What follows belongs to an exercise in optimizing a design on an open flow for small area and a short achievable clock period; a production flow would make more cautious choices. Where RTL was checked, it was by simulation tests only, not by an equivalence proof against the original. The RTL of runs 3 to 5 was laid out without a check of its function. Power is estimated from default activity; no workload was simulated.

### flow/config.mk
export PLATFORM = sky130hd
export DESIGN_NAME = ps2_key_event_queue
export DESIGN_NICKNAME = ps2_key_event_queue
export VERILOG_FILES = /design/flow/design.v
export SDC_FILE = /design/flow/constraint.sdc
export NUM_CORES = 4
export LEC_CHECK = 0
export CAP_MARGIN = 20
export CORE_MARGIN = 2
export CORE_UTILIZATION = 40
export SETUP_SLACK_MARGIN = 3.0
export SLEW_MARGIN = 20
export SYNTH_HIERARCHICAL = 1
### flow/constraint.sdc
create_clock -name core_clock -period 6.5 [get_ports {clk}]
set_input_delay 1.3000 -clock core_clock [delete_from_list [all_inputs] [get_ports {clk}]]
set_output_delay 1.3000 -clock core_clock [all_outputs]
set_load 0.01 [all_outputs]
### flow/design.v
module ps2_key_event_queue #(
  parameter int FIFO_DEPTH      = 8,
  parameter bit SUPPRESS_REPEAT = 1'b1,
  parameter bit IGNORE_CTRL     = 1'b1
) (
  input  logic                          clk,
  input  logic                          reset,
  input  logic [7:0]                    rx_data,
  input  logic                          rx_valid,
  input  logic                          rx_overflow,
  output logic [9:0]                    evt_data,
  output logic                          evt_valid,
  input  logic                          evt_ready,
  output logic [$clog2(FIFO_DEPTH):0]   evt_count,
  output logic                          drop_flag,
  input  logic                          drop_clr,
  output logic [8:0]                    keys_down,
  output logic [31:0]                   cur_key
);
  logic       r_ext, r_rel, r_pause;
  logic [2:0] r_skip;
  logic w_v, w_e0, w_f0, w_e1, w_ctrl, w_prefix, w_pause_end, w_key;
  logic w_emit, w_track, w_ev_ext, w_ev_rel;
  logic [7:0] w_code;
  assign w_v    = rx_valid && !rx_overflow;
  assign w_e0   = (rx_data == 8'hE0);
  assign w_f0   = (rx_data == 8'hF0);
  assign w_e1   = (rx_data == 8'hE1);
  assign w_ctrl = (rx_data == 8'h00) || (rx_data == 8'hAA) || (rx_data == 8'hEE) ||
                  (rx_data == 8'hFA) || (rx_data == 8'hFE) || (rx_data == 8'hFF);
  assign w_prefix    = !r_rel && !r_pause;            
  assign w_pause_end = r_pause && (r_skip <= 3'd1);
  assign w_key       = !w_e0 && !w_f0 && !w_e1 && (r_ext || !w_ctrl);
  assign w_track  = w_v && (r_rel || (w_prefix && w_key));
  assign w_emit   = w_track || (w_v && w_pause_end);
  assign w_ev_ext = r_ext || r_pause;
  assign w_ev_rel = r_rel;
  assign w_code   = r_pause ? 8'h77 : rx_data;
  always_ff @(posedge clk or posedge reset) begin
    if (reset) begin
      r_ext   <= 1'b0;
      r_rel   <= 1'b0;
      r_pause <= 1'b0;
      r_skip  <= 3'd0;
    end else if (rx_overflow) begin
      r_ext   <= 1'b0;
      r_rel   <= 1'b0;
      r_pause <= 1'b0;
      r_skip  <= 3'd0;
    end else if (rx_valid) begin
      if (r_pause) begin
        r_skip  <= w_pause_end ? 3'd0 : 3'(r_skip - 3'd1);
        r_pause <= !w_pause_end;
      end else if (r_rel) begin
        r_ext <= 1'b0;
        r_rel <= 1'b0;
      end else begin
        r_ext   <= w_e0 || (w_f0 && r_ext);
        r_rel   <= w_f0;
        r_pause <= w_e1;
        if (w_e1) r_skip <= 3'd7;
      end
    end
  end
  logic         r_phase;
  logic [15:0]  r_row_valid;
  logic [511:0] w_bits;
  logic [15:0]  w_row_sel, w_row_rd, w_row_we;
  logic [31:0]  w_col_sel;
  logic [31:0]  w_row_raw, w_row_wr;
  logic         w_sel_valid, w_pv, w_raw_bit;
  always_comb begin
    for (int j = 0; j < 16; j++)
      w_row_sel[j] = (r_ext == j[3]) && (rx_data[7:5] == j[2:0]);
    for (int k = 0; k < 32; k++)
      w_col_sel[k] = (rx_data[4:0] == k[4:0]);
    w_row_rd    = w_row_sel & r_row_valid;
    w_sel_valid = |w_row_rd;
    w_row_raw   = '0;
    for (int j = 0; j < 16; j++)
      w_row_raw = w_row_raw | (w_bits[j*32 +: 32] & {32{w_row_rd[j]}});
    w_raw_bit = |(w_row_raw & w_col_sel);
    w_row_wr = (w_row_raw | {32{r_phase && !w_sel_valid}}) & ~w_col_sel |
               (w_col_sel & {32{!w_ev_rel ^ r_phase}});
    w_row_we = w_row_sel & {16{w_track}};
  end
  assign w_pv = r_phase && w_sel_valid;
  for (genvar j = 0; j < 16; j++) begin : g_row
    ps2kq_bitrow u_row (
      .clk(clk), .we(w_row_we[j]), .hold(!w_row_we[j]), .wr(w_row_wr),
      .q(w_bits[j*32 +: 32])
    );
  end
  always_ff @(posedge clk or posedge reset) begin
    if (reset) begin
      r_row_valid <= '0;
      r_phase     <= 1'b0;
    end else begin
      r_row_valid <= r_row_valid | w_row_we;
      r_phase     <= !r_phase;
    end
  end
  logic w_acc_h, w_acc_f, w_set_f, w_clr_h;
  assign w_acc_h = w_emit && (r_pause || r_rel);    
  assign w_acc_f = w_emit;
  assign w_set_f = w_track && !w_ev_rel;
  assign w_clr_h = w_track && w_ev_rel;
  logic [8:0] r_keys_down, w_kd_inc, w_kd_dec, w_kd_h, w_kd_f;
  assign w_kd_inc = (r_keys_down == 9'h1FF) ? r_keys_down : r_keys_down + 9'd1;
  assign w_kd_dec = (r_keys_down == 9'd0)   ? r_keys_down : r_keys_down - 9'd1;
  assign w_kd_h   = w_clr_h ? w_kd_dec : r_keys_down;
  assign w_kd_f   = w_set_f ? w_kd_inc : r_keys_down;
  always_ff @(posedge clk or posedge reset) begin
    if (reset) r_keys_down <= 9'd0;
    else       r_keys_down <= w_raw_bit ? (w_pv ? w_kd_f : w_kd_h) : (w_pv ? w_kd_h : w_kd_f);
  end
  logic [7:0] r_ck_code;
  logic       r_ck_ext, r_ck_rel;
  logic [9:0] w_ck, w_ck_new, w_ck_h, w_ck_f;
  assign w_ck     = {r_ck_rel, r_ck_ext, r_ck_code};
  assign w_ck_new = {w_ev_rel, w_ev_ext, w_code};
  assign w_ck_h   = w_acc_h ? w_ck_new : w_ck;
  assign w_ck_f   = w_acc_f ? w_ck_new : w_ck;
  always_ff @(posedge clk or posedge reset) begin
    if (reset) {r_ck_rel, r_ck_ext, r_ck_code} <= {1'b1, 1'b0, 8'h1B};
    else       {r_ck_rel, r_ck_ext, r_ck_code} <= w_raw_bit ? (w_pv ? w_ck_f : w_ck_h) : (w_pv ? w_ck_h : w_ck_f);
  end
  logic [9:0] r_mem [8];
  logic [2:0] r_wr_ptr, r_rd_ptr;
  logic [3:0] r_count;
  logic       r_drop_flag;
  logic       w_pop, w_slot_free;
  logic [2:0] w_wp_h, w_wp_f;
  logic [3:0] w_cnt_w, w_cnt_n, w_cnt_h, w_cnt_f;
  logic       w_drop_h, w_drop_f, w_df_n;
  assign w_pop       = (r_count != 4'd0) && evt_ready;
  assign w_slot_free = !r_count[3] || w_pop;
  assign w_cnt_w = w_pop ? r_count : r_count + 4'd1;
  assign w_cnt_n = w_pop ? r_count - 4'd1 : r_count;
  assign w_cnt_h = (w_acc_h && w_slot_free) ? w_cnt_w : w_cnt_n;
  assign w_cnt_f = (w_acc_f && w_slot_free) ? w_cnt_w : w_cnt_n;
  assign w_wp_h  = (w_acc_h && w_slot_free) ? r_wr_ptr + 3'd1 : r_wr_ptr;
  assign w_wp_f  = (w_acc_f && w_slot_free) ? r_wr_ptr + 3'd1 : r_wr_ptr;
  assign w_df_n  = r_drop_flag && !drop_clr;
  assign w_drop_h = (w_acc_h && !w_slot_free) || w_df_n;
  assign w_drop_f = (w_acc_f && !w_slot_free) || w_df_n;
  always_ff @(posedge clk or posedge reset) begin
    if (reset) begin
      r_wr_ptr    <= 3'd0;
      r_rd_ptr    <= 3'd0;
      r_count     <= 4'd0;
      r_drop_flag <= 1'b0;
    end else begin
      r_wr_ptr    <= w_raw_bit ? (w_pv ? w_wp_f : w_wp_h) : (w_pv ? w_wp_h : w_wp_f);
      r_count     <= w_raw_bit ? (w_pv ? w_cnt_f : w_cnt_h) : (w_pv ? w_cnt_h : w_cnt_f);
      r_drop_flag <= w_raw_bit ? (w_pv ? w_drop_f : w_drop_h) : (w_pv ? w_drop_h : w_drop_f);
      if (w_pop) r_rd_ptr <= r_rd_ptr + 3'd1;
    end
  end
  always_ff @(posedge clk) begin
    if (w_slot_free) r_mem[r_wr_ptr] <= w_ck_new;
  end
  assign evt_valid = (r_count != 4'd0);
  assign evt_data  = evt_valid ? r_mem[r_rd_ptr] : 10'd0;
  assign evt_count = r_count;
  assign drop_flag = r_drop_flag;
  assign keys_down = r_keys_down;
  assign cur_key   = {8'h00,
                      (r_ck_ext && r_ck_rel) ? 8'hE0 : 8'h00,
                      r_ck_rel ? 8'hF0 : (r_ck_ext ? 8'hE0 : 8'h00),
                      r_ck_code};
endmodule
module ps2kq_bitrow (
  input  logic        clk,
  input  logic        we,
  input  logic        hold,
  input  logic [31:0] wr,
  output logic [31:0] q
);
  always_ff @(posedge clk) q <= ~((q | {32{we}}) & ({32{hold}} | wr));
endmodule
### flow/run.sh
#!/bin/bash
# synth_recipe.tcl (not shown) runs the flow's synth.tcl, then flattens the netlist and writes it again
# the make line also repeats each setting of config.mk as NAME=value (left out here)
make -C /OpenROAD-flow-scripts/flow DESIGN_CONFIG=/design/flow/config.mk WORK_HOME=/design/flow/orfs CLKGATE_MAP_FILE= SYNTH_SCRIPT=/design/flow/synth_recipe.tcl finish
==> out/summary.md, run 1 <==
The flow ran to the end and the layout has no timing, DRC or antenna violations. The tools report the global-route wire length before repair as 161 mm. Once placement finished, the instance area stood at 27,000 sq um. Entering global routing, the biggest net connects 54 pins.

The detailed placement HPWL is 58.4 mm. Once the floorplan was initialized, standard cells occupied 40.3% of the core. The count of input and output buffers is 53, and the share of Yosys cell area claimed by the top area cell type is 40.5%. The clock net in this run drives a total of 645 sinks. The count of pins over their slew limit came out at 0. The core area is 62,900 sq um. The slowest stage of the critical path belongs to the cell sky130_fd_sc_hd__nor4_4.

The cell count after synthesis was 2,377; the count of synthesis-stage warnings from yosys was 8. The cell accounting for the most synthesized area was sky130_fd_sc_hd__dfxtp_1. In the synthesized netlist the async set-or-reset flop fraction comes to 8.22%. Across the VDD grid, the largest voltage drop is 199 uV. After detailed routing, the average wire length per cell comes to 32.5 um.

The tools report the data arrival time of the critical path as 5.01 ns. Timing would allow up to 222 MHz. The H-tree was split into 3 levels. The portion of synthesized area spent on multiplexers is 3.15%. For this block, the via count after detailed routing is 24,200. After Yosys synthesis, XOR and XNOR cells account for 0.380% of the synthesized area. In this run the remaining antenna-violating nets after routing total 0. Cells with a size suffix above 1 make up 28.3% of the layout. In this design, the largest share of critical-path delay is due to simple AND/OR/NAND/NOR gates. Headroom to the max-slew limit came out at 25.2%. In this design, the stage delay of the slowest critical-path cell is 0.69 ns.

After Yosys synthesis, and, or, nand and nor cells account for 13.4% of the synthesized area. The worst setup path is launched from an input pin. Each instance of the synthesized netlist takes up on average 10.7 sq um. After clock tree synthesis, the clock-pin slew on the worst setup and hold paths is 0.06 ns.

The area growth from synthesis to layout is 31.7%. The worst path required time is 7.00 ns. The critical path contains buffers and inverters numbering 5 combined. The logs give 0 for the final hold violation count and 0.929 for the global placement routability congestion. After detailed placement, the design holds a cell count of 3,192. The clock passes through at most 3 buffers. The count of non-filler cells in the finished layout was 3,506; the transition at the pin with the smallest max-transition slack was 1.12 ns. For this run, the detailed router's first-pass iteration total came to 8.

Across the run, the number of max-cap violations was 0. For the initial antenna violation count, the log shows 6. The element type at the critical path end is a flip-flop. The routed design could run at a clock period as short as 4.51 ns.

The critical path is of the in2reg type. In this run the clock root is driven by a sky130_fd_sc_hd__clkbuf_16. The most used flip-flop cell after synthesis is sky130_fd_sc_hd__dfxtp_1. The height of the die is 256 um, and the detailed-route DRC error count is 0. The synthesized netlist devotes 0.395% of its cell area to adder and majority cells. By area the synthesized netlist is led by sky130_fd_sc_hd__dfxtp_1 40%, sky130_fd_sc_hd__o22ai_1 13%, sky130_fd_sc_hd__edfxtp_1 9.5%. In this run, distinct cell masters in the synthesized netlist total 75.

The number of flops mapped to enable cells by yosys is 80, and the width of the chip is 256 um. Summed over all failing endpoints, the final setup total negative slack is 0 ns. Number of standard-cell rows in the floorplan: 92. In the routed layout, each cell is associated on average with a via count of 6.92. For this design the static power due to leakage is 0.0133 uW.

Dividing total power by cell area gives a power density of 385 nW/um^2. For the layout net count, the log shows 2,625. Global routing consumed, over all layers together, 33.1% of the routing resources. The finished cells cover 33,400 sq um. Cells fill 53.1% of the core in the end. The tools report the final setup violation count as 0.

The tools report the I/O pin count as 71. The die area is 65,400 sq um, and the worst-case reg-to-reg path depth is 15. The kind of path behind the tightest hold check is reg2reg.

Between clock sinks in the finished design, the worst skew comes to 0.0234 ns. Sequential cells were found to cover 55.2% of the synthesized design area. The synthesized netlist devotes 21.2% of its cell area to compound gates. Summed over all layers, the global routing overflow is 0.

The routed wire length was 114 mm. The flip-flop and latch count after synthesis is 645. The number of stages on the worst setup path was 16; the clock latency at the later pin of the worst-skew pair was 0.63 ns. By area, the combinational part of the netlist is dominated by compound AO/OA/AOI/OAI gates. For the number of hold buffers added after CTS, the log shows 0. The iteration-0 DRC count of the detailed router is 3,528.

The signal on the critical path passes through buf_16 > buf_12 > and2_2 > and3_4 > buf_4 > a22oi_2 > nand4_1 > o21ai_2 > o2111ai_4 > nor4_4 > buf_4 > and3_4 > nor3_4 > buf_12 > mux2_4 > a22o_1. Buffers inserted during clock tree synthesis total 70. The hold path depth is 1. Counting the fill cells in the layout gives 5,291.

The number of global-route vias before repair was 23,300. TritonCTS built the clock tree. The mapped netlist covers 25,300 sq um.

The highest net fanout along the worst path came out at 15. Setup repair after global routing could not meet its margin everywhere. The final hold slack came out at 0.434 ns. Dividing the final minimum period by the clock period gives 69.4%.
## sequential cells by signal (all words and copies together), names as in the netlist, 3 cells and up
signal         count
r_skip             3
g_row.u_row.q    512
r_count            4
r_wr_ptr           3
r_row_valid       16
r_keys_down        9
r_rd_ptr           3
r_ck_code          8
r_mem             80
## path summary, 6_finish.rpt
| check | start | end | slack [ns] |
|---|---|---|---|
| worst min register to register | g_row[12].u_row.q[14]$_DFF_P_ | g_row[12].u_row.q[14]$_DFF_P_ | 0.43 |
| min in group asynchronous | reset | r_drop_flag$_DFF_PP0_ | 1.22 |
| worst max register to register | r_ext$_DFFE_PP0P_ | r_count[2]$_DFF_PP0_ | 2.05 |
| max in group asynchronous | reset | r_rd_ptr[1]$_DFFE_PP0P_ | 4.70 |
| worst min-delay path | g_row[12].u_row.q[14]$_DFF_P_ | g_row[12].u_row.q[14]$_DFF_P_ | 0.43 |
| worst max-delay path | rx_data[6] | r_count[2]$_DFF_PP0_ | 1.99 |
## worst reg2reg max path, delay by kind of cell (launching register included)
family,cells,cell delay [ns]
AND/OR/NAND/NOR,6,1.62
AO/OA/AOI/OAI,4,0.96
buffers and inverters,4,0.93
flip-flops,1,0.54
multiplexers,1,0.30
## power breakdown
group / total, uW / internal [uW] / switching [uW]
combinational: 3180 / 1560 / 1620
clock: 4030 / 2350 / 1680
sequential: 5650 / 5010 / 641
total: 12900 / 8920 / 3940
## logic make-up (layout without fill, tap and decap cells)
logic type                 Yosys count  count (layout)
and+or+nand+nor                    606             615
other                                1              19
adders and majority gates            8               8
muxes                               53              53
AOI/OAI and AO/OA                  795             795
xor gates and xnor gates            11              11
buffers and inverters              258             514
DFF                                645             645
## placed cells by master (no fill, tap or decap), types with 16 or more instances in the layout
master	netlist	final
sky130_fd_sc_hd__buf_12	0	40
sky130_fd_sc_hd__conb_1	1	17
sky130_fd_sc_hd__and3_4	0	17
sky130_fd_sc_hd__o22ai_1	515	502
sky130_fd_sc_hd__clkbuf_16	0	76
sky130_fd_sc_hd__clkdlybuf4s50_1	0	34
sky130_fd_sc_hd__a2111oi_2	6	24
sky130_fd_sc_hd__nand2b_1	21	18
sky130_fd_sc_hd__nor3_1	42	29
sky130_fd_sc_hd__edfxtp_1	80	80
sky130_fd_sc_hd__mux2i_1	20	17
sky130_fd_sc_hd__nor2_1	99	87
sky130_fd_sc_hd__inv_1	33	16
sky130_fd_sc_hd__or2_2	18	16
sky130_fd_sc_hd__and3_1	218	200
sky130_fd_sc_hd__buf_4	26	163
sky130_fd_sc_hd__nand2_1	80	63
sky130_fd_sc_hd__a2111oi_4	1	27
sky130_fd_sc_hd__nand4_1	37	37
sky130_fd_sc_hd__dfxtp_1	512	512
sky130_fd_sc_hd__buf_6	58	61
sky130_fd_sc_hd__mux4_2	20	20
sky130_fd_sc_hd__a22oi_1	117	103
sky130_fd_sc_hd__a21oi_2	1	22
sky130_fd_sc_hd__clkinv_2	0	17
sky130_fd_sc_hd__dfrtp_1	48	43
## through the flow
step	power, uW	setup slack [ns]
global placement	8080	0.217
finish	12900	1.99
global route	13300	1.97
floorplan	7130	2.33
CTS	12600	2.32
detailed placement	8190	0.142
## Yosys cell counts (5+ instances only)
cell / n
sky130_fd_sc_hd__a2111oi_0: 61
sky130_fd_sc_hd__a2111oi_1: 5
sky130_fd_sc_hd__a2111oi_2: 6
sky130_fd_sc_hd__a21oi_1: 36
sky130_fd_sc_hd__a22oi_1: 117
sky130_fd_sc_hd__a31oi_1: 9
sky130_fd_sc_hd__and2_1: 9
sky130_fd_sc_hd__and3_1: 218
sky130_fd_sc_hd__buf_2: 69
sky130_fd_sc_hd__buf_4: 26
sky130_fd_sc_hd__buf_6: 58
sky130_fd_sc_hd__clkbuf_1: 68
sky130_fd_sc_hd__dfrtp_1: 48
sky130_fd_sc_hd__dfstp_2: 5
sky130_fd_sc_hd__dfxtp_1: 512
sky130_fd_sc_hd__edfxtp_1: 80
sky130_fd_sc_hd__ha_1: 8
sky130_fd_sc_hd__inv_1: 33
sky130_fd_sc_hd__mux2_2: 12
sky130_fd_sc_hd__mux2i_1: 20
sky130_fd_sc_hd__mux4_2: 20
sky130_fd_sc_hd__nand2_1: 80
sky130_fd_sc_hd__nand2b_1: 21
sky130_fd_sc_hd__nand3_1: 23
sky130_fd_sc_hd__nand3b_1: 5
sky130_fd_sc_hd__nand4_1: 37
sky130_fd_sc_hd__nor2_1: 99
sky130_fd_sc_hd__nor2b_1: 7
sky130_fd_sc_hd__nor3_1: 42
sky130_fd_sc_hd__nor4_1: 11
sky130_fd_sc_hd__o2111ai_1: 5
sky130_fd_sc_hd__o21ai_0: 12
sky130_fd_sc_hd__o22ai_1: 515
sky130_fd_sc_hd__or2_2: 18
sky130_fd_sc_hd__or3_1: 6
sky130_fd_sc_hd__xnor2_1: 5
sky130_fd_sc_hd__xor2_1: 6
## modules after synthesis (local to each module, per instance)
module               cell area (sq um)  cells
ps2_key_event_queue              11100   1257
ps2kq_bitrow                       890     70
## final cells by class
cell class | instances | area [sq um] | area share, %
well taps | 846 | 1060 | 3.17
multi-input cells | 1499 | 11700 | 35.0
inverters | 33 | 218 | 0.652
repair buffers | 349 | 4050 | 12.1
repair inverters | 5 | 46.3 | 0.139
diodes | 2 | 5.00 | 0.0150
flip-flops and latches | 645 | 14000 | 41.9
clock inverters | 31 | 287 | 0.859
clock buffers | 96 | 2020 | 6.07
## layer usage
layer | global-route usage, % | wire length [um] | part of all wire (%)
met5 | 0 | 135 | 0.12
met4 | 22.6 | 9260 | 8.1
met3 | 12.4 | 16600 | 15
met2 | 47.8 | 47300 | 42
met1 | 40.9 | 40500 | 36
## what timing repair did
| action | in CTS | in global routing |
|---|---|---|
| cloned | 34 | 6 |
| pin swaps | 71 | 45 |
| gates resized for setup | 432 | 112 |
| setup endpoints to repair | 568 | 545 |
| setup buffers | 112 | 33 |
==> inputs of run 2 (changes only) <==
--- a/flow/config.mk
+++ b/flow/config.mk
@@ -10,3 +10,2 @@
 export CORE_UTILIZATION = 40
-export SETUP_SLACK_MARGIN = 3.0
 export SLEW_MARGIN = 20
==> out/summary.md, run 2 <==
Share of the clock period used by the worst path: 88.4% (was 69.4%). The relative contribution of sequential cells to total power came out at 46.5% (was 44.0%). Most frequently used cell type in the post-synthesis netlist: sky130_fd_sc_hd__o22ai_1 (unchanged). The run gives 3 (unchanged) as the number of H-tree levels. The iteration-0 DRC count of the detailed router is 3,332 (was 3,528), and the number of hold buffers added after CTS is 0 (unchanged). The fraction of layout instances using a drive strength above 1 was 14.6% (was 28.3%).

Regs by FF count: g_row.u_row.q (512), r_mem (80), r_row_valid (16) (unchanged). The family with the most delay on the worst path is simple AND/OR/NAND/NOR gates (unchanged). The clock network fraction of design power was 32.8% (was 31.3%). The total via count in the routed design came out at 22,300 (was 24,200). Headroom to the max-slew limit: 22.4% (was 25.2%). The share of Yosys cell area claimed by the top area cell type is 40.5% (unchanged).

The routed wire length was 98.3 mm (was 114 mm); the number of unique standard cell types used by synthesis was 75 (unchanged). Final clock skew: 0.0373 ns (was 0.0234 ns). The launching element type of the critical path was an input pin (unchanged). The tools report the detailed-route DRC error count as 0 (unchanged). The layout-stage area growth over the synthesis result came out at 15.0% (was 31.7%).

The width of the chip is 256 um (unchanged). The power consumption came out at 12,100 uW (was 12,900 uW). Clock slew seen by the registers of the worst setup and hold paths: 0.06 ns (about the same). The count of input and output buffers was 53 (unchanged); the global placement routability congestion was 0.962 (was 0.929). TritonCTS built the clock tree. The fraction of the yosys area taken by sequential cells is 55.2% (unchanged). Average routed wire per standard cell: 29.4 um (was 32.5 um). The tools report the detailed placement HPWL as 59.0 mm (was 58.4 mm).

The post-cts resize count is 0 (was 432). The most common cell after layout, fill and taps aside is sky130_fd_sc_hd__o22ai_1 (was sky130_fd_sc_hd__dfxtp_1). The logs give 0 (unchanged) for the number of routed nets with antenna violations and 0 (was 112) for the number of buffers inserted to repair setup after CTS. Setup repair after global routing left no endpoint under its margin. The element type at the critical path end was a flip-flop (unchanged). The power density over the cells works out to 416 nW/um^2 (was 385 nW/um^2). Ranking of synthesized cells by instance count: 515 x sky130_fd_sc_hd__o22ai_1, 512 x sky130_fd_sc_hd__dfxtp_1, 218 x sky130_fd_sc_hd__and3_1, 117 x sky130_fd_sc_hd__a22oi_1, 99 x sky130_fd_sc_hd__nor2_1 (unchanged).

The cell count after synthesis is 2,377 (unchanged), and the initial antenna violation count is 2 (was 6). Commonest non-fill, non-tap cells in the layout: 515 x sky130_fd_sc_hd__o22ai_1, 512 x sky130_fd_sc_hd__dfxtp_1, 218 x sky130_fd_sc_hd__and3_1 (was 512 x sky130_fd_sc_hd__dfxtp_1, 502 x sky130_fd_sc_hd__o22ai_1, 200 x sky130_fd_sc_hd__and3_1). Die area: 65,400 sq um (unchanged). The layout net count was 2,459 (was 2,625); the switching share of power was 29.8% (was 30.6%). The count of pins over their slew limit was 0 (unchanged); the core area was 62,900 sq um (unchanged). For the number of global-route vias before repair, the log shows 21,600 (was 23,300). The register with the most flip-flops was g_row.u_row.q (unchanged). The final hold slack came out at 0.434 ns (about the same). The top flip-flop cell by instance count after synthesis is sky130_fd_sc_hd__dfxtp_1 (unchanged). The initial core utilization was 40.3% (unchanged); the maximum clock insertion buffer count was 3 (unchanged). Biggest area contributors in the synthesized netlist: sky130_fd_sc_hd__dfxtp_1 40%, sky130_fd_sc_hd__o22ai_1 13%, sky130_fd_sc_hd__edfxtp_1 9.5% (unchanged). The tools report the internal power contribution as 8510 uW (was 8920 uW). Number of CTS-inserted buffers: 68 (was 70).

Among the stages of the critical path, the cell type that occurs most often is sky130_fd_sc_hd__buf_4. The number of standard-cell rows in the floorplan is 92 (unchanged). The kind of path behind the tightest hold check is reg2reg (unchanged).

For the clock sink count, the log shows 645 (unchanged). The height of the die is 256 um (unchanged). The share of total power in combinational logic is 20.6% (was 24.7%).

Flip-flop count of the largest register after layout: 512 (unchanged). The final cell area excluding filler cells is 29,100 sq um (was 33,400 sq um). The time the final worst path needs with I/O delays and setup was 5.75 ns (was 4.51 ns). The buffer and inverter count on the worst path works out to 3 (was 5). The max-capacitance violation count came out at 0 (unchanged).

The final hold violation count was 0 (unchanged); the clock latency at the later pin of the worst-skew pair was 0.62 ns (was 0.63 ns). The maximum number of pins on one net before global-route repair is 54 (unchanged), and the fraction of synthesis flops using an asynchronous set or reset pin is 8.22% (unchanged). The startpoint-to-endpoint class of the critical path is in2reg (unchanged).

Chain of cells forming the critical path: clkdlybuf4s50_1 > and4bb_1 > and2_1 > buf_4 > a22oi_1 > nand2_1 > nor3_1 > o211ai_1 > nor4_4 > a21oi_2 > nor3_4 > buf_4 > mux2_2 (was buf_16 > buf_12 > and2_2 > and3_4 > buf_4 > a22oi_2 > nand4_1 > o21ai_2 > o2111ai_4 > nor4_4 > buf_4 > and3_4 > nor3_4 > buf_12 > mux2_4 > a22o_1). Number of iterations in the first detailed-routing pass: 8 (unchanged). The worst path required time was 7.00 ns (about the same); the flip-flop and latch count after synthesis was 645 (unchanged).

Transition at the pin with the smallest max-transition slack: 1.16 ns (was 1.12 ns). The count of synthesis-stage warnings from yosys is 8 (unchanged), and the residual overflow from global routing is 0 (unchanged). The logs give 71 (unchanged) for the I/O pin count and 0.0116 uW (was 0.0133 uW) for the static leakage. The global-route usage over all layers is 29.2% (was 33.1%), and the data arrival time of the critical path is 6.24 ns (was 5.01 ns). The post-detailed-route via-to-cell ratio works out to 6.68 (was 6.92). The area after detailed placement was 26,800 sq um (was 27,000 sq um); the longest individual stage delay on the worst path was 0.85 ns (was 0.69 ns). The tools report the final total negative setup slack as 0 ns (unchanged). Cell chosen for the clock root: sky130_fd_sc_hd__clkbuf_16 (unchanged). The worst ir drop on vdd was 180 uV (was 199 uV); the global-route wire length before repair was 144 mm (was 161 mm). Average size of a mapped cell: 10.7 sq um (unchanged). The cell at the slowest stage of the critical path was sky130_fd_sc_hd__clkdlybuf4s50_1 (was sky130_fd_sc_hd__nor4_4). The run gives 25,300 sq um (unchanged) as the summed instance area of the synthesized netlist. The flow ran to the end and the layout has no timing, DRC or antenna violations.

The final setup violation count is 0 (unchanged). The number of flops mapped to enable cells by yosys came out at 80 (unchanged). The highest clock frequency the design can meet is 174 MHz (was 222 MHz), and the power dissipated by switching net loads is 3610 uW (was 3940 uW). The cell accounting for the most synthesized area is sky130_fd_sc_hd__dfxtp_1 (unchanged). The highest net fanout along the worst path came out at 11 (was 15).
## run 2: cell counts after synthesis
No cell type changed its count.
## run 2: worst paths after layout
| kind | startpoint | to | slack (ns) | cells past startpoint |
|---|---|---|---|---|
| setup reg to reg | r_ext$_DFFE_PP0P_ | r_ck_code[6]$_DFF_PP0_ | 1.34 | 13 |
| hold reg to reg | g_row[12].u_row.q[2]$_DFF_P_ | g_row[12].u_row.q[2]$_DFF_P_ | 0.43 | 1 |
| setup / recovery | rx_data[7] | r_ck_code[6]$_DFF_PP0_ | 0.75 | 13 |
| max in group asynchronous | reset | r_phase$_DFF_PP0_ | 4.74 | 3 |
| hold / removal | g_row[12].u_row.q[2]$_DFF_P_ | g_row[12].u_row.q[2]$_DFF_P_ | 0.43 | 1 |
| min in group asynchronous | reset | r_keys_down[0]$_DFF_PP0_ | 1.21 | 3 |
## run 2: per-layer routing
metal / GRT usage (%) / part of all wire, %
met1: 38.6 / 39
met2: 44.1 / 44
met3: 7.03 / 12
met4: 15.7 / 5.8
met5: 0 / 0.028
## run 2: power by group through the flow
stage / Clock, uW / Sequential, uW / Combinational [uW]
after global routing: 4170 / 5730 / 2670
after detailed placement: 0 / 5680 / 2450
after CTS: 4010 / 5610 / 2460
after floorplan: 0 / 5460 / 1620
after global placement: 0 / 5650 / 2390
final: 3980 / 5640 / 2500
## run 2: cells by family after synthesis
kind of cell	after synthesis	share of synthesized area (%)
compound gates	795	21.2
mux	53	3.15
other cells	1	0.0148
simple gates	606	13.4
buf+inv	258	6.27
flops	645	55.2
fa+ha+maj	8	0.395
xor+xnor	11	0.380
## run 2: stage by stage
step / std cells / setup WS, ns / util (%)
global placement: 3211 / 0.533 / 42.7
global route: 3337 / 0.712 / 46.3
finish: 3339 / 0.754 / 46.3
CTS: 3335 / 1.12 / 46.3
floorplan: 2393 / 2.27 / -
detailed placement: 3211 / 0.475 / 42.7
## run 2: layout make-up
class / instances / area, sq um
fill: 5777 / 33700
inverter: 33 / 124
antenna: 2 / 5.00
sequential: 645 / 14000
timing repair buffer: 199 / 1680
clock inverter: 29 / 305
tap: 846 / 1060
clock buffer: 95 / 1980
multi-input combinational: 1490 / 9990
## run 2: modules after synthesis, one instance, submodules excluded
| module | flip-flops and latches | copies in the design | area [sq um] |
|---|---|---|---|
| ps2_key_event_queue | 133 | 1 | 11100 |
| ps2kq_bitrow | 32 | 16 | 890 |
## run 2: worst reg2reg max path: cells and delay by family, from the launching register on
kind | cells | cell delay, ns
mux | 1 | 0.35
compound gates | 3 | 0.67
simple gates | 6 | 2.42
flops | 1 | 0.67
buf+inv | 3 | 0.94
==> inputs of run 3 (changes only) <==
--- a/flow/design.v
+++ b/flow/design.v
@@ -66,3 +66,3 @@
   logic [15:0]  r_row_valid;
-  logic [511:0] w_bits;
+  logic [255:0] w_pair_rd_n;
   logic [15:0]  w_row_sel, w_row_rd, w_row_we;
@@ -78,6 +78,7 @@
     w_sel_valid = |w_row_rd;
-    w_row_raw   = '0;
-    for (int j = 0; j < 16; j++)
-      w_row_raw = w_row_raw | (w_bits[j*32 +: 32] & {32{w_row_rd[j]}});
-    w_raw_bit = |(w_row_raw & w_col_sel);
+    for (int k = 0; k < 32; k++) begin
+      w_row_raw[k] = 1'b0;
+      for (int p = 0; p < 8; p++)
+        w_row_raw[k] = w_row_raw[k] | !w_pair_rd_n[p*32 + k];
+    end
     w_row_wr = (w_row_raw | {32{r_phase && !w_sel_valid}}) & ~w_col_sel |
@@ -86,7 +87,8 @@
   end
+  ps2kq_or_sel u_held (.sel(w_col_sel), .d(w_row_raw), .y(w_raw_bit));
   assign w_pv = r_phase && w_sel_valid;
-  for (genvar j = 0; j < 16; j++) begin : g_row
-    ps2kq_bitrow u_row (
-      .clk(clk), .we(w_row_we[j]), .hold(!w_row_we[j]), .wr(w_row_wr),
-      .q(w_bits[j*32 +: 32])
+  for (genvar p = 0; p < 8; p++) begin : g_pair
+    ps2kq_rowpair u_pair (
+      .clk(clk), .we(w_row_we[2*p +: 2]), .hold(~w_row_we[2*p +: 2]),
+      .rd(w_row_rd[2*p +: 2]), .wr(w_row_wr), .rd_n(w_pair_rd_n[p*32 +: 32])
     );
@@ -172,10 +174,23 @@
 endmodule
-module ps2kq_bitrow (
+module ps2kq_rowpair (
   input  logic        clk,
-  input  logic        we,
-  input  logic        hold,
+  input  logic [1:0]  we,
+  input  logic [1:0]  hold,
+  input  logic [1:0]  rd,
   input  logic [31:0] wr,
-  output logic [31:0] q
+  output logic [31:0] rd_n
 );
-  always_ff @(posedge clk) q <= ~((q | {32{we}}) & ({32{hold}} | wr));
+  logic [31:0] q0, q1;
+  always_ff @(posedge clk) begin
+    q0 <= ~((q0 | {32{we[0]}}) & ({32{hold[0]}} | wr));
+    q1 <= ~((q1 | {32{we[1]}}) & ({32{hold[1]}} | wr));
+  end
+  assign rd_n = ~((q0 & {32{rd[0]}}) | (q1 & {32{rd[1]}}));
 endmodule
+module ps2kq_or_sel (
+  input  logic [31:0] sel,
+  input  logic [31:0] d,
+  output logic        y
+);
+  assign y = |(sel & d);
+endmodule
--- a/flow/config.mk
+++ b/flow/config.mk
@@ -10,2 +10,3 @@
 export CORE_UTILIZATION = 40
+export SETUP_SLACK_MARGIN = 3.0
 export SLEW_MARGIN = 20
==> out/summary.md, run 3 <==
The logs give 20,300 (was 21,600) for the number of global-route vias before repair and 2.06 ns (was 0.754 ns) for the worst-case setup margin in the final layout. The destination of the worst hold path is g_pair[7].u_pair.q0[30]$_DFF_P_ (was g_row[12].u_row.q[2]$_DFF_P_). The clock latency at the later pin of the worst-skew pair is 0.63 ns (was 0.62 ns). The final clock skew was 0.0216 ns (was 0.0373 ns). The most common cell after layout, fill and taps aside is sky130_fd_sc_hd__dfxtp_1 (was sky130_fd_sc_hd__o22ai_1). The cell chosen for the clock root is sky130_fd_sc_hd__clkbuf_16 (unchanged).

The tools report the clock network fraction of design power as 32.8% (about the same). Global placement routability congestion: 0.945 (was 0.962). The startpoint-to-endpoint class of the critical path is in2reg (unchanged).

The average size of a mapped cell works out to 10.9 sq um (was 10.7 sq um). The tools report the number of H-tree levels as 3 (unchanged). The tools report the residual overflow from global routing as 0 (unchanged). The run gives 0.447 ns (was 0.434 ns) as the final hold slack.

The post-detailed-route via-to-cell ratio is 6.48 (was 6.68). The number of iterations in the first detailed-routing pass was 6 (was 8); the buffer and inverter count on the worst path was 5 (was 3). Cell at the slowest stage of the critical path: sky130_fd_sc_hd__or4_4 (was sky130_fd_sc_hd__clkdlybuf4s50_1).

Worst path required time: 7.05 ns (was 7.00 ns). The routed wire length was 87.3 mm (was 98.3 mm); the power consumption was 12,600 uW (was 12,100 uW). The share of the clock period used by the worst path came out at 68.2% (was 88.4%). The run gives 30,700 sq um (was 29,100 sq um) as the final cell area excluding filler cells. The power dissipated by switching net loads is 3720 uW (was 3610 uW). The detailed placement HPWL was 46.5 mm (was 59.0 mm); the number of fill cells was 5,299 (was 5,777). The I/O pin count was 71 (unchanged). The share of Yosys cell area claimed by the top area cell type is 41.9% (was 40.5%), and the post-placement setup slack is 0.587 ns (was 0.475 ns). The hold path depth is 1 (unchanged), and the static leakage is 0.0118 uW (was 0.0116 uW). The width of the chip is 251 um (was 256 um), and the headroom to the max-slew limit is 21.7% (was 22.4%). Commonest non-fill, non-tap cells in the layout: 512 x sky130_fd_sc_hd__dfxtp_1, 511 x sky130_fd_sc_hd__o22ai_1, 205 x sky130_fd_sc_hd__a22oi_1 (was 515 x sky130_fd_sc_hd__o22ai_1, 512 x sky130_fd_sc_hd__dfxtp_1, 218 x sky130_fd_sc_hd__and3_1). Regs by FF count: g_pair.u_pair.q0 (256), g_pair.u_pair.q1 (256), r_mem (80) (was g_row.u_row.q (512), r_mem (80), r_row_valid (16)).

The time the final worst path needs with I/O delays and setup was 4.44 ns (was 5.75 ns); the clock slew seen by the registers of the worst setup and hold paths was 0.06 ns (about the same). TritonCTS built the clock tree. Cell accounting for the most synthesized area: sky130_fd_sc_hd__dfxtp_1 (unchanged). Family with the most delay on the worst path: simple AND/OR/NAND/NOR gates (unchanged). The tools report the highest clock frequency the design can meet as 225 MHz (was 174 MHz). The run finished with no timing, DRC or antenna violations.

The worst-case reg-to-reg path depth was 15 (was 13); the final total negative setup slack was 0 ns (unchanged). The tools report the start point of the worst min-delay path as g_pair[7].u_pair.q0[30]$_DFF_P_ (was g_row[12].u_row.q[2]$_DFF_P_). Number of flops mapped to enable cells by yosys: 80 (unchanged). Biggest area contributors in the synthesized netlist: sky130_fd_sc_hd__dfxtp_1 42%, sky130_fd_sc_hd__o22ai_1 13%, sky130_fd_sc_hd__edfxtp_1 9.8% (was sky130_fd_sc_hd__dfxtp_1 40%, sky130_fd_sc_hd__o22ai_1 13%, sky130_fd_sc_hd__edfxtp_1 9.5%).

The endpoint of the most critical register-to-register path was r_count[2]$_DFF_PP0_ (was r_ck_code[6]$_DFF_PP0_). For the relative contribution of sequential cells to total power, the log shows 44.4% (was 46.5%). The fraction of layout instances using a drive strength above 1 is 24.6% (was 14.6%). Ranking of synthesized cells by instance count: 514 x sky130_fd_sc_hd__o22ai_1, 512 x sky130_fd_sc_hd__dfxtp_1, 274 x sky130_fd_sc_hd__a22oi_1, 104 x sky130_fd_sc_hd__nor2_1, 103 x sky130_fd_sc_hd__buf_4 (was 515 x sky130_fd_sc_hd__o22ai_1, 512 x sky130_fd_sc_hd__dfxtp_1, 218 x sky130_fd_sc_hd__and3_1, 117 x sky130_fd_sc_hd__a22oi_1, 99 x sky130_fd_sc_hd__nor2_1).

The average routed wire per standard cell was 26.8 um (was 29.4 um). The clock sink count is 645 (unchanged). Setup repair after global routing could not meet its margin everywhere. The kind of path behind the tightest hold check was reg2reg (unchanged). The count of input and output buffers came out at 53 (unchanged).

The area after detailed placement is 25,500 sq um (was 26,800 sq um). Chain of cells forming the critical path: buf_12 > buf_12 > and2_4 > and3_4 > buf_6 > a22oi_1 > nand4_1 > nor2_2 > inv_1 > a22oi_2 > nand4_1 > or4_4 > xnor2_4 > o31ai_4 > buf_6 > mux2_4 > o22ai_2 (was clkdlybuf4s50_1 > and4bb_1 > and2_1 > buf_4 > a22oi_1 > nand2_1 > nor3_1 > o211ai_1 > nor4_4 > a21oi_2 > nor3_4 > buf_4 > mux2_2). The flip-flop and latch count after synthesis was 645 (unchanged); the share of total power in combinational logic was 22.7% (was 20.6%).

The run gives 0 (unchanged) as the max-capacitance violation count. The worst reg2reg path startpoint was r_ext$_DFFE_PP0P_ (unchanged). The iteration-0 DRC count of the detailed router is 2,169 (was 3,332), and the cell count after synthesis is 2,250 (was 2,377). The tools report the number of routed nets with antenna violations as 0 (unchanged). The transition at the pin with the smallest max-transition slack came out at 1.17 ns (was 1.16 ns). Internal power contribution: 8900 uW (was 8510 uW). The top flip-flop cell by instance count after synthesis is sky130_fd_sc_hd__dfxtp_1 (unchanged). The total inserted antenna cells came out at 0 (was 2). Most frequently used cell type in the post-synthesis netlist: sky130_fd_sc_hd__o22ai_1 (unchanged). The tools report the die area as 63,100 sq um (was 65,400 sq um). Core area: 60,400 sq um (was 62,900 sq um). The switching share of power is 29.5% (was 29.8%). The highest net fanout along the worst path was 8 (was 11); the layout-stage area growth over the synthesis result was 25.5% (was 15.0%).

The number of hold buffers added after CTS came out at 0 (unchanged). Longest individual stage delay on the worst path: 0.61 ns (was 0.85 ns). The run gives 0 (unchanged) as the final hold violation count. The logs give 8 (unchanged) for the count of synthesis-stage warnings from yosys and 57.2% (was 55.2%) for the fraction of the yosys area taken by sequential cells. Power density over the cells: 412 nW/um^2 (was 416 nW/um^2). The fraction of synthesis flops using an asynchronous set or reset pin is 8.22% (unchanged), and the register-to-register setup slack is 2.27 ns (was 1.34 ns).

The maximum clock insertion buffer count is 3 (unchanged), and the count of pins over their slew limit is 0 (unchanged). Initial antenna violation count: 0 (was 2). The final setup violation count was 0 (unchanged); the worst ir drop on vdd was 266 uV (was 180 uV). Element type at the critical path end: a flip-flop (unchanged). The initial core utilization is 40.5% (was 40.3%), and the number of CTS-inserted buffers is 68 (unchanged). The total via count in the routed design came out at 21,100 (was 22,300). The launching element type of the critical path is an input pin (unchanged). Number of standard-cell rows in the floorplan: 90 (was 92). The maximum number of pins on one net before global-route repair came out at 54 (unchanged). The run gives 67 (was 75) as the number of unique standard cell types used by synthesis. The global-route wire length before repair is 125 mm (was 144 mm), and the height of the die is 251 um (was 256 um). For the data arrival time of the critical path, the log shows 4.98 ns (was 6.24 ns).

The tools report the summed instance area of the synthesized netlist as 24,400 sq um (was 25,300 sq um). The global-route usage over all layers is 26.0% (was 29.2%), and the layout net count is 2,441 (was 2,459). The detailed-route DRC error count came out at 0 (unchanged).
[run 3: power by group through the flow]
| stage | sequential [uW] | clock (uW) | combinational [uW] |
|---|---|---|---|
| after floorplan | 5460 | 0 | 1620 |
| after global placement | 5580 | 0 | 2310 |
| after detailed placement | 5630 | 0 | 2390 |
| after CTS | 5570 | 4180 | 2620 |
| after global routing | 5710 | 4340 | 3050 |
| final | 5610 | 4140 | 2870 |
[run 3: worst max path at each step]
stage	depth (start not counted)	slack [ns]	start	end
after floorplan	18	2.18	rx_data[7]	r_count[1]$_DFF_PP0_
after global placement	16	0.63	rx_data[6]	r_count[2]$_DFF_PP0_
after detailed placement	16	0.59	rx_data[6]	r_count[2]$_DFF_PP0_
after CTS	17	2.21	rx_data[5]	r_count[2]$_DFF_PP0_
after global routing	17	1.97	rx_data[7]	r_count[2]$_DFF_PP0_
final	17	2.06	rx_data[7]	r_count[2]$_DFF_PP0_
[run 3: stage by stage]
stage / instances / utilization (%)
4_1_cts: 3182 / 48.7
6_report: 3255 / 50.8
2_1_floorplan: 2266 / -
3_3_place_gp: 2978 / 42.3
3_5_place_dp: 2978 / 42.3
5_1_grt: 3255 / 50.8
[run 3: timing repair]
item,in CTS,in global routing
cloned,22,11
pin swaps,49,86
setup endpoints to repair,566,521
setup buffers,58,60
gates resized for setup,238,147
[run 3: final cells by class]
type / count / area, sq um / area share (%)
Clock buffer: 98 / 1980 / 6.45
Multi-Input combinational cell: 1346 / 10100 / 32.9
Timing Repair Buffer: 261 / 2790 / 9.08
Inverter: 97 / 398 / 1.30
Clock inverter: 26 / 432 / 1.41
Tap cell: 782 / 978 / 3.19
Sequential cell: 645 / 14000 / 45.6
[run 3: cell families after synthesis]
group / after synthesis / synth area share [%]
compound gates: 862 / 23.7
mux: 43 / 2.92
other cells: 1 / 0.0153
simple gates: 382 / 8.01
fa+ha+maj: 9 / 0.451
buf+inv: 295 / 7.18
xor+xnor: 13 / 0.497
flops: 645 / 57.2
[run 3: metal layers]
layer / routed length [um] / GRT usage (%) / vias up
li1: - / - / 9113
met1: 34000 / 33.5 / 10400
met2: 40500 / 41.4 / 1256
met4: 4280 / 13.3 / 0
met3: 8440 / 5.46 / 298
met5: 0 / 0 / -
[run 3: modules after synthesis (local to each module, per instance)]
module | cell area (sq um) | cells | flops+latches | times used
ps2_key_event_queue | 7840 | 805 | 133 | 1
ps2kq_rowpair | 2060 | 178 | 64 | 8
ps2kq_or_sel | 158 | 21 | 0 | 1
==> inputs of run 4 (changes only) <==
--- a/flow/design.v
+++ b/flow/design.v
@@ -130,3 +130,4 @@
   logic [9:0] r_mem [8];
-  logic [2:0] r_wr_ptr, r_rd_ptr;
+  logic [2:0] r_wr_ptr;
+  logic [7:0] r_rd_oh;                              
   logic [3:0] r_count;
@@ -151,3 +152,3 @@
       r_wr_ptr    <= 3'd0;
-      r_rd_ptr    <= 3'd0;
+      r_rd_oh     <= 8'd1;
       r_count     <= 4'd0;
@@ -158,3 +159,3 @@
       r_drop_flag <= w_raw_bit ? (w_pv ? w_drop_f : w_drop_h) : (w_pv ? w_drop_h : w_drop_f);
-      if (w_pop) r_rd_ptr <= r_rd_ptr + 3'd1;
+      if (w_pop) r_rd_oh <= {r_rd_oh[6:0], r_rd_oh[7]};
     end
@@ -165,3 +166,7 @@
   assign evt_valid = (r_count != 4'd0);
-  assign evt_data  = evt_valid ? r_mem[r_rd_ptr] : 10'd0;
+  always_comb begin
+    evt_data = 10'd0;
+    for (int i = 0; i < 8; i++)
+      if (r_rd_oh[i] && evt_valid) evt_data = evt_data | r_mem[i];
+  end
   assign evt_count = r_count;
--- a/flow/config.mk
+++ b/flow/config.mk
@@ -7,7 +7,11 @@
 export LEC_CHECK = 0
-export CAP_MARGIN = 20
+export CAP_MARGIN = 0
 export CORE_MARGIN = 2
 export CORE_UTILIZATION = 40
+export CTS_BUF_LIST = sky130_fd_sc_hd__clkbuf_8
+export CTS_CLUSTER_DIAMETER = 80
+export CTS_CLUSTER_SIZE = 16
 export SETUP_SLACK_MARGIN = 3.0
-export SLEW_MARGIN = 20
+export SLEW_MARGIN = 0
 export SYNTH_HIERARCHICAL = 1
+export TNS_END_PERCENT = 10
==> out/summary.md, run 4 <==
The tools report the max-capacitance violation count as 0 (unchanged). The data arrival time of the critical path is 4.84 ns (was 4.98 ns). The final clock skew came out at 0.0547 ns (was 0.0216 ns). Ranking of synthesized cells by instance count: 512 x sky130_fd_sc_hd__dfxtp_1, 512 x sky130_fd_sc_hd__o22ai_1, 292 x sky130_fd_sc_hd__a22oi_1, 104 x sky130_fd_sc_hd__buf_4, 101 x sky130_fd_sc_hd__nor2_1 (was 514 x sky130_fd_sc_hd__o22ai_1, 512 x sky130_fd_sc_hd__dfxtp_1, 274 x sky130_fd_sc_hd__a22oi_1, 104 x sky130_fd_sc_hd__nor2_1, 103 x sky130_fd_sc_hd__buf_4). For the highest clock frequency the design can meet, the log shows 234 MHz (was 225 MHz).

The core area is 60,500 sq um (was 60,400 sq um). The average size of a mapped cell was 10.7 sq um (was 10.9 sq um). The flow ran to the end and the layout has no timing, DRC or antenna violations.

The global-route usage over all layers came out at 26.5% (was 26.0%). Cell chosen for the clock root: sky130_fd_sc_hd__clkbuf_8 (was sky130_fd_sc_hd__clkbuf_16). The logs give 8 (unchanged) for the count of synthesis-stage warnings from yosys and 6 (unchanged) for the number of iterations in the first detailed-routing pass. The startpoint-to-endpoint class of the critical path was in2reg (unchanged).

For the clock network fraction of design power, the log shows 20.0% (was 32.8%). The average routed wire per standard cell was 26.7 um (was 26.8 um). Layout net count: 2,446 (was 2,441). The global-route wire length before repair came out at 128 mm (was 125 mm).

TritonCTS built the clock tree. The logs give 86.0 mm (was 87.3 mm) for the routed wire length and 46.3 mm (was 46.5 mm) for the detailed placement HPWL. The height of the die is 251 um (about the same), and the transition at the pin with the smallest max-transition slack is 1.16 ns (was 1.17 ns).

The run gives 5,400 (was 5,299) as the number of fill cells. The cell accounting for the most synthesized area is sky130_fd_sc_hd__dfxtp_1 (unchanged). The relative contribution of sequential cells to total power was 55.4% (was 44.4%); the power dissipated by switching net loads was 3200 uW (was 3720 uW).

The tools report the residual overflow from global routing as 0 (unchanged). The run gives 59 (was 54) as the maximum number of pins on one net before global-route repair. Summed instance area of the synthesized netlist: 24,500 sq um (was 24,400 sq um). Launching element type of the critical path: an input pin (unchanged). For the clock sink count, the log shows 650 (was 645).

Biggest area contributors in the synthesized netlist: sky130_fd_sc_hd__dfxtp_1 42%, sky130_fd_sc_hd__o22ai_1 13%, sky130_fd_sc_hd__edfxtp_1 9.8% (unchanged). The headroom to the max-slew limit came out at 22.6% (was 21.7%). Regs by FF count: g_pair.u_pair.q0 (256), g_pair.u_pair.q1 (256), r_mem (80) (unchanged). The time the final worst path needs with I/O delays and setup is 4.27 ns (was 4.44 ns), and the number of CTS-inserted buffers is 47 (was 68). The number of routed nets with antenna violations is 0 (unchanged), and the length of routed wiring on met1 is 35.0 mm (was 34.0 mm). The run gives 40.5% (about the same) as the initial core utilization. The final hold violation count came out at 0 (unchanged). The tools report the cell count after synthesis as 2,292 (was 2,250). The tools report the initial antenna violation count as 2 (was 0).

The post-detailed-route via-to-cell ratio was 6.52 (was 6.48); the static leakage was 0.0109 uW (was 0.0118 uW). Commonest non-fill, non-tap cells in the layout: 512 x sky130_fd_sc_hd__o22ai_1, 512 x sky130_fd_sc_hd__dfxtp_1, 235 x sky130_fd_sc_hd__a22oi_1 (was 512 x sky130_fd_sc_hd__dfxtp_1, 511 x sky130_fd_sc_hd__o22ai_1, 205 x sky130_fd_sc_hd__a22oi_1). The count of input and output buffers was 53 (unchanged); the power density over the cells was 354 nW/um^2 (was 412 nW/um^2). The width of the chip is 251 um (about the same), and the final hold slack is 0.451 ns (was 0.447 ns). For the amount of wire on met3 after detailed routing, the log shows 8.49 mm (was 8.44 mm). Highest signal layer in the routed design: met4 (unchanged). The fraction of layout instances using a drive strength above 1 was 21.0% (was 24.6%); the switching share of power was 31.5% (was 29.5%). The iteration-0 DRC count of the detailed router came out at 2,275 (was 2,169). The top flip-flop cell by instance count after synthesis is sky130_fd_sc_hd__dfxtp_1 (unchanged). For the fraction of the yosys area taken by sequential cells, the log shows 57.7% (was 57.2%). The worst path required time is 7.07 ns (was 7.05 ns), and the share of the clock period used by the worst path is 65.6% (was 68.2%).

The logs give 24.6% (was 22.7%) for the share of total power in combinational logic and 0 ns (unchanged) for the final total negative setup slack. The layout-stage area growth over the synthesis result is 17.5% (was 25.5%), and the I/O pin count is 71 (unchanged). The number of H-tree levels was 2 (was 3). The clock slew seen by the registers of the worst setup and hold paths was 0.10 ns (was 0.06 ns).

The tools report the maximum clock insertion buffer count as 3 (unchanged). Kind of path behind the tightest hold check: reg2reg (unchanged). The count of pins over their slew limit was 0 (unchanged).

The number of unique standard cell types used by synthesis is 69 (was 67). The met2 wire length was 38.9 mm (was 40.5 mm); the detailed-route DRC error count was 0 (unchanged). The die area was 63,200 sq um (was 63,100 sq um). The fraction of synthesis flops using an asynchronous set or reset pin was 8.92% (was 8.22%).

The final setup violation count is 0 (unchanged). Setup repair after global routing could not meet its margin everywhere. The run gives 6970 uW (was 8900 uW) as the internal power contribution.

The tools report the total via count in the routed design as 21,000 (was 21,100). The highest net fanout along the worst path works out to 8 (unchanged). The number of global-route vias before repair is 20,500 (was 20,300).

The clock latency at the later pin of the worst-skew pair was 0.70 ns (was 0.63 ns). Number of flops mapped to enable cells by yosys: 80 (unchanged). The tools report the number of standard-cell rows in the floorplan as 90 (unchanged). The tools report the element type at the critical path end as a flip-flop (unchanged).

The global placement routability congestion was 0.866 (was 0.945). The share of Yosys cell area claimed by the top area cell type is 41.9% (about the same), and the flip-flop and latch count after synthesis is 650 (was 645). The logs give 155 uV (was 266 uV) for the worst ir drop on vdd and 0 (unchanged) for the number of hold buffers added after CTS.
run 4: cell types whose count changed after synthesis, sizes merged, moves of 8 or more:
cell    change
a221oi      +9
a22o       +11
a22oi      +18
and2        +8
mux2i      -10
mux4       -21
nand2       +9
nand2b     -10
nand3      +12
run 4: power by group through the flow:
stage / registers, uW / logic [uW] / clock network [uW]
floorplan: 5550 / 1390 / 0
global placement: 5630 / 2020 / 0
detailed placement: 5670 / 2090 / 0
CTS: 5610 / 2360 / 2060
global route: 5740 / 2660 / 2200
finish: 5630 / 2500 / 2040
run 4: modules after synthesis, one instance, submodules excluded:
module,copies in the design,cells inside
ps2kq_rowpair,8,178
ps2kq_or_sel,1,21
ps2_key_event_queue,1,847
run 4: kinds of logic after synthesis:
kind of cell	Yosys count	synth area share (%)
AND/OR/NAND/NOR	403	8.42
XOR/XNOR	11	0.424
multiplexers	11	0.496
buffers and inverters	295	7.16
flip-flops	650	57.7
AO/OA/AOI/OAI	914	25.5
other	1	0.0153
adder cells (fa/ha/maj)	7	0.358
run 4: final timing paths:
path / start / end / slack, ns / cells past startpoint
worst max-delay path: rx_data[5] / r_wr_ptr[1]$_DFF_PP0_ / 2.23 / 18
worst max register to register: r_ext$_DFFE_PP0P_ / r_wr_ptr[1]$_DFF_PP0_ / 2.36 / 16
worst min-delay path: g_pair[7].u_pair.q1[31]$_DFF_P_ / g_pair[7].u_pair.q1[31]$_DFF_P_ / 0.45 / 1
worst min register to register: g_pair[7].u_pair.q1[31]$_DFF_P_ / g_pair[7].u_pair.q1[31]$_DFF_P_ / 0.45 / 1
max in group asynchronous: reset / r_ext$_DFFE_PP0P_ / 4.71 / 3
min in group asynchronous: reset / r_drop_flag$_DFF_PP0_ / 1.16 / 3
run 4: metrics by stage:
| step | total power (uW) | utilization (%) | instances | instance area (sq um) | worst slack, ns |
|---|---|---|---|---|---|
| finish | 10200 | 47.5 | 3225 | 28800 | 2.23 |
| global route | 10600 | 47.5 | 3224 | 28700 | 2.23 |
| CTS | 10000 | 46.9 | 3204 | 28300 | 2.37 |
| detailed placement | 7750 | 42.3 | 3029 | 25600 | 0.476 |
| global placement | 7650 | 42.3 | 3029 | 25600 | 0.503 |
| floorplan | 6950 | - | 2308 | 24800 | 2.39 |
run 4: repair_timing:
item | in CTS | in global routing
pin swaps | 120 | 58
resized for setup | 286 | 64
setup buffers | 84 | 19
endpoints found under the setup margin | 565 | 538
gates cloned | 26 | 0
run 4: area by class of cell:
class	instances	area, sq um	area share [%]
antenna	2	5.00	0.0174
clock buffer	48	661	2.30
clock inverter	17	110	0.383
inverter	90	349	1.21
multi-input combinational	1378	9830	34.2
sequential	650	14100	49.1
tap	782	978	3.40
timing repair buffer	258	2700	9.40
run 4: worst max-delay path: stages:
cell and delay (ns):
sky130_fd_sc_hd__buf_12 0.11, sky130_fd_sc_hd__buf_12 0.14, sky130_fd_sc_hd__nand3b_1 0.09, sky130_fd_sc_hd__buf_6 0.13
sky130_fd_sc_hd__nor2_4 0.08, sky130_fd_sc_hd__buf_12 0.16, sky130_fd_sc_hd__a22oi_2 0.14, sky130_fd_sc_hd__nand4_1 0.29
sky130_fd_sc_hd__or2_4 0.35, sky130_fd_sc_hd__a22oi_2 0.20, sky130_fd_sc_hd__nand4_1 0.13, sky130_fd_sc_hd__or4_4 0.64
sky130_fd_sc_hd__xor2_4 0.20, sky130_fd_sc_hd__a21oi_4 0.16, sky130_fd_sc_hd__buf_12 0.15, sky130_fd_sc_hd__buf_6 0.10
sky130_fd_sc_hd__and2_4 0.15, sky130_fd_sc_hd__mux2_4 0.29
run 4: per-layer routing:
| layer | global-route usage [%] | vias up |
|---|---|---|
| li1 | - | 9142 |
| met1 | 34.4 | 10500 |
| met2 | 42.2 | 1160 |
| met3 | 6.42 | 256 |
| met4 | 11.2 | 0 |
| met5 | 0 | - |
==> inputs of run 5 (changes only) <==
--- a/flow/config.mk
+++ b/flow/config.mk
@@ -10,5 +10,5 @@
 export CORE_UTILIZATION = 40
-export CTS_BUF_LIST = sky130_fd_sc_hd__clkbuf_8
-export CTS_CLUSTER_DIAMETER = 80
-export CTS_CLUSTER_SIZE = 16
+export CTS_BUF_LIST = sky130_fd_sc_hd__clkbuf_16
+export CTS_CLUSTER_DIAMETER = 120
+export CTS_CLUSTER_SIZE = 30
 export SETUP_SLACK_MARGIN = 3.0
==> out/summary.md, run 5 <==
The routed wire length is 87.0 mm (was 86.0 mm). The startpoint-to-endpoint class of the critical path was in2reg (unchanged). The number of fill cells was 5,421 (was 5,400); the share of Yosys cell area claimed by the top area cell type was 41.9% (unchanged). The initial core utilization came out at 40.5% (unchanged). Biggest area contributors in the synthesized netlist: sky130_fd_sc_hd__dfxtp_1 42%, sky130_fd_sc_hd__o22ai_1 13%, sky130_fd_sc_hd__edfxtp_1 9.8% (unchanged). The tools report the number of routed nets with antenna violations as 0 (unchanged).

The number of hold buffers added after CTS came out at 0 (unchanged). The width of the chip was 251 um (unchanged). Initial antenna violation count: 1 (was 2).

The total inserted antenna cells was 0 (was 2). The cell accounting for the most synthesized area is sky130_fd_sc_hd__dfxtp_1 (unchanged). The tools report the worst reg2reg path startpoint as r_ext$_DFFE_PP0P_ (unchanged). Setup repair after global routing could not meet its margin everywhere. The tools report the global placement routability congestion as 0.866 (unchanged). The number of unique standard cell types used by synthesis was 69 (unchanged); the count of input and output buffers was 53 (unchanged). The count of synthesis-stage warnings from yosys is 8 (unchanged). For the clock sink count, the log shows 650 (unchanged). The maximum clock insertion buffer count is 3 (unchanged), and the layout net count is 2,437 (was 2,446). Ranking of synthesized cells by instance count: 512 x sky130_fd_sc_hd__dfxtp_1, 512 x sky130_fd_sc_hd__o22ai_1, 292 x sky130_fd_sc_hd__a22oi_1, 104 x sky130_fd_sc_hd__buf_4, 101 x sky130_fd_sc_hd__nor2_1 (unchanged). The average routed wire per standard cell was 27.2 um (was 26.7 um); the layout-stage area growth over the synthesis result was 17.5% (about the same). The transition at the pin with the smallest max-transition slack was 1.14 ns (was 1.16 ns). Core area: 60,500 sq um (unchanged). Cell repeated most along the worst path: sky130_fd_sc_hd__buf_12 (unchanged). The tools report the area after detailed placement as 25,600 sq um (unchanged). The global-route usage over all layers came out at 26.4% (was 26.5%). The kind of path behind the tightest hold check was reg2reg (unchanged).

The logs give 59 (unchanged) for the maximum number of pins on one net before global-route repair and 21,200 (was 21,000) for the total via count in the routed design. The die area is 63,200 sq um (unchanged), and the power density over the cells is 351 nW/um^2 (was 354 nW/um^2). The fraction of synthesis flops using an asynchronous set or reset pin was 8.92% (unchanged); the final hold violation count was 0 (unchanged). The average size of a mapped cell works out to 10.7 sq um (unchanged). TritonCTS built the clock tree. The highest net fanout along the worst path came out at 8 (unchanged). The worst ir drop on vdd is 200 uV (was 155 uV).

Chain of cells forming the critical path: buf_12 > and3_4 > buf_12 > and3_4 > buf_4 > a22oi_1 > nand4_1 > nor2_2 > inv_1 > a22oi_2 > nand4_1 > or4_4 > xor2_4 > a21oi_4 > buf_12 > buf_6 > and2_4 > mux2_4 (was buf_12 > buf_12 > nand3b_1 > buf_6 > nor2_4 > buf_12 > a22oi_2 > nand4_1 > or2_4 > a22oi_2 > nand4_1 > or4_4 > xor2_4 > a21oi_4 > buf_12 > buf_6 > and2_4 > mux2_4). The clock slew seen by the registers of the worst setup and hold paths was 0.11 ns (was 0.10 ns). For the detailed-route DRC error count, the log shows 0 (unchanged). The max-capacitance violation count is 0 (unchanged), and the number of CTS-inserted buffers is 25 (was 47). For the static leakage, the log shows 0.0109 uW (about the same). For the number of H-tree levels, the log shows 1 (was 2). Top flip-flop cell by instance count after synthesis: sky130_fd_sc_hd__dfxtp_1 (unchanged). The fraction of layout instances using a drive strength above 1 works out to 20.5% (was 21.0%). The worst setup path startpoint is rx_data[5] (unchanged). The clock latency at the later pin of the worst-skew pair came out at 0.61 ns (was 0.70 ns). The headroom to the max-slew limit was 23.8% (was 22.6%); the fraction of the yosys area taken by sequential cells was 57.7% (unchanged). The worst path required time was 7.00 ns (was 7.07 ns); the flip-flop and latch area was 14,100 sq um (about the same).

Footprint of the multi-input gates: 9800 sq um (was 9830 sq um). The number of global-route vias before repair is 20,300 (was 20,500), and the data arrival time of the critical path is 4.82 ns (was 4.84 ns). The time the final worst path needs with I/O delays and setup works out to 4.31 ns (was 4.27 ns). For the count of pins over their slew limit, the log shows 0 (unchanged).

The I/O pin count was 71 (unchanged). The tools report the start point of the worst min-delay path as g_pair[7].u_pair.q0[30]$_DFF_P_ (was g_pair[7].u_pair.q1[31]$_DFF_P_). The height of the die was 251 um (unchanged); the final cell area excluding filler cells was 28,800 sq um (about the same). The logs give 0.0158 ns (was 0.0547 ns) for the final clock skew and 24,500 sq um (unchanged) for the summed instance area of the synthesized netlist. The cell chosen for the clock root was sky130_fd_sc_hd__clkbuf_16 (was sky130_fd_sc_hd__clkbuf_8). Final setup violation count: 0 (unchanged). Commonest non-fill, non-tap cells in the layout: 512 x sky130_fd_sc_hd__o22ai_1, 512 x sky130_fd_sc_hd__dfxtp_1, 235 x sky130_fd_sc_hd__a22oi_1 (unchanged). For the residual overflow from global routing, the log shows 0 (unchanged). The longest individual stage delay on the worst path is 0.63 ns (was 0.64 ns), and the global-route wire length before repair is 128 mm (about the same). Detailed placement HPWL: 46.3 mm (unchanged). The number of cells in the design after placement was 3,029 (unchanged).

The tools report the highest clock frequency the design can meet as 232 MHz (was 234 MHz). The final total negative setup slack was 0 ns (unchanged). The post-detailed-route via-to-cell ratio came out at 6.60 (was 6.52).

The number of flops mapped to enable cells by yosys came out at 80 (unchanged). The iteration-0 DRC count of the detailed router is 2,505 (was 2,275), and the flip-flop and latch count after synthesis is 650 (unchanged). The tools report the launching element type of the critical path as an input pin (unchanged). Share of the clock period used by the worst path: 66.3% (was 65.6%).

The cell count after synthesis is 2,292 (unchanged). The run finished with no timing, DRC or antenna violations. The cell at the slowest stage of the critical path is sky130_fd_sc_hd__or4_4 (unchanged).

The number of iterations in the first detailed-routing pass is 6 (unchanged). Number of standard-cell rows in the floorplan: 90 (unchanged). Element type at the critical path end: a flip-flop (unchanged).

Regs by FF count: g_pair.u_pair.q0 (256), g_pair.u_pair.q1 (256), r_mem (80) (unchanged). The count of non-filler cells in the finished layout came out at 3,205 (was 3,225).
[run 5: cell types whose count changed in the layout (fill, tap and decap cells not counted), moves of 3 or more]
cell                        delta
sky130_fd_sc_hd__buf_16        -3
sky130_fd_sc_hd__clkbuf_16    +26
sky130_fd_sc_hd__clkbuf_8     -48
sky130_fd_sc_hd__buf_6         +3
sky130_fd_sc_hd__buf_12        +4
sky130_fd_sc_hd__inv_1         -4
[run 5: final timing paths]
path / to / slack [ns] / cells after the start
setup / recovery: r_wr_ptr[1]$_DFF_PP0_ / 2.19 / 18
hold / removal: g_pair[7].u_pair.q0[30]$_DFF_P_ / 0.45 / 1
setup reg to reg: r_wr_ptr[1]$_DFF_PP0_ / 2.32 / 17
hold reg to reg: g_pair[7].u_pair.q0[30]$_DFF_P_ / 0.45 / 1
max in group asynchronous: r_ext$_DFFE_PP0P_ / 4.67 / 3
min in group asynchronous: r_drop_flag$_DFF_PP0_ / 1.23 / 3
[run 5: cells by family after synthesis]
logic type | Yosys count | share of synthesized area [%]
AND/OR/NAND/NOR | 403 | 8.42
multiplexers | 11 | 0.496
AO/OA/AOI/OAI | 914 | 25.5
XOR/XNOR | 11 | 0.424
adder cells (fa/ha/maj) | 7 | 0.358
buffers and inverters | 295 | 7.16
flip-flops | 650 | 57.7
other | 1 | 0.0153
[run 5: critical path: cells and delay by family]
family | cells | cell delay [ns]
compound gates | 3 | 0.58
xor+xnor | 1 | 0.20
buf+inv | 6 | 0.72
mux | 1 | 0.29
simple gates | 7 | 1.70
[run 5: layout make-up]
class / instances / area share [%]
flip-flops and latches: 650 / 49.1
multi-input cells: 1382 / 34.1
repair buffers: 267 / 9.92
well taps: 782 / 3.40
clock buffers: 25 / 2.17
inverters: 90 / 1.21
clock inverters: 9 / 0.139
[run 5: modules after synthesis (local to each module, per instance)]
module / flops+latches / cells / area, sq um / copies in the design
ps2kq_rowpair: 64 / 178 / 2060 / 8
ps2kq_or_sel: 0 / 21 / 158 / 1
ps2_key_event_queue: 138 / 847 / 7870 / 1
[run 5: per-stage QoR]
stage          worst slack (ns)  total power, uW  utilization, %  hold WS (ns)
3_5_place_dp              0.476             7750            42.3         0.438
6_report                   2.19            10100            47.6         0.453
5_1_grt                    2.14            10500            47.6         0.470
2_1_floorplan              2.39             6950               -         0.422
4_1_cts                    2.31             9940            46.7         0.454
3_3_place_gp              0.503             7650            42.3         0.430
[run 5: repair_timing]
item,CTS,global route
pin swaps,110,66
setup endpoints to repair,565,427
cloned,26,4
setup buffers,83,29
gates resized for setup,266,87
[run 5: layer usage]
layer	GRT usage (%)	vias up	part of all wire, %
li1	-	9121	-
met2	42.1	1145	45
met4	11.4	2	4.3
met1	34.9	10700	41
met3	5.18	232	9.3
met5	0	-	0.017
[run 5: power by group]
| group | total (uW) | switching (uW) | internal (uW) |
|---|---|---|---|
| Combinational | 2510 | 1320 | 1190 |
| Clock | 1940 | 1230 | 706 |
| Sequential | 5630 | 576 | 5060 |

separate check: timing with driven ports:
How much do the figures lean on ideal ports? The routed layouts below were timed once more, with nothing changed but the port constraints.
Step 1: set_driving_cell puts a clkbuf_16 on clk and a buf_2 on each other input, an assumption about the parent block.
Step 2 times the ports against the registers' clock, not the clock port: input delays grow and output delays shrink by t, the midpoint of the rising clock arrivals with the driver on.
Slacks: no drivers / after step 1 / after step 2; pairs: no drivers / after step 1.
run | t (ns) | setup WS [ns] | worst hold slack (ns)
run 1 | 0.678 | 1.989 / 1.851 / 1.173 | 0.434 / 0.434 / 0.434
run 2 | 0.670 | 0.754 / 0.715 / 0.045 | 0.434 / 0.434 / 0.434
run 3 | 0.673 | 2.064 / 2.050 / 1.376 | 0.447 / 0.447 / 0.447
run 4 | 0.724 | 2.234 / 2.234 / 1.509 | 0.451 / 0.451 / 0.451
run 5 | 0.666 | 2.188 / 2.122 / 1.456 | 0.453 / 0.453 / 0.453
After both steps setup and hold are still met in every run listed. The setup slack of run 1, which loses most, moves by -0.138 ns with the drivers and by -0.816 ns with both steps.
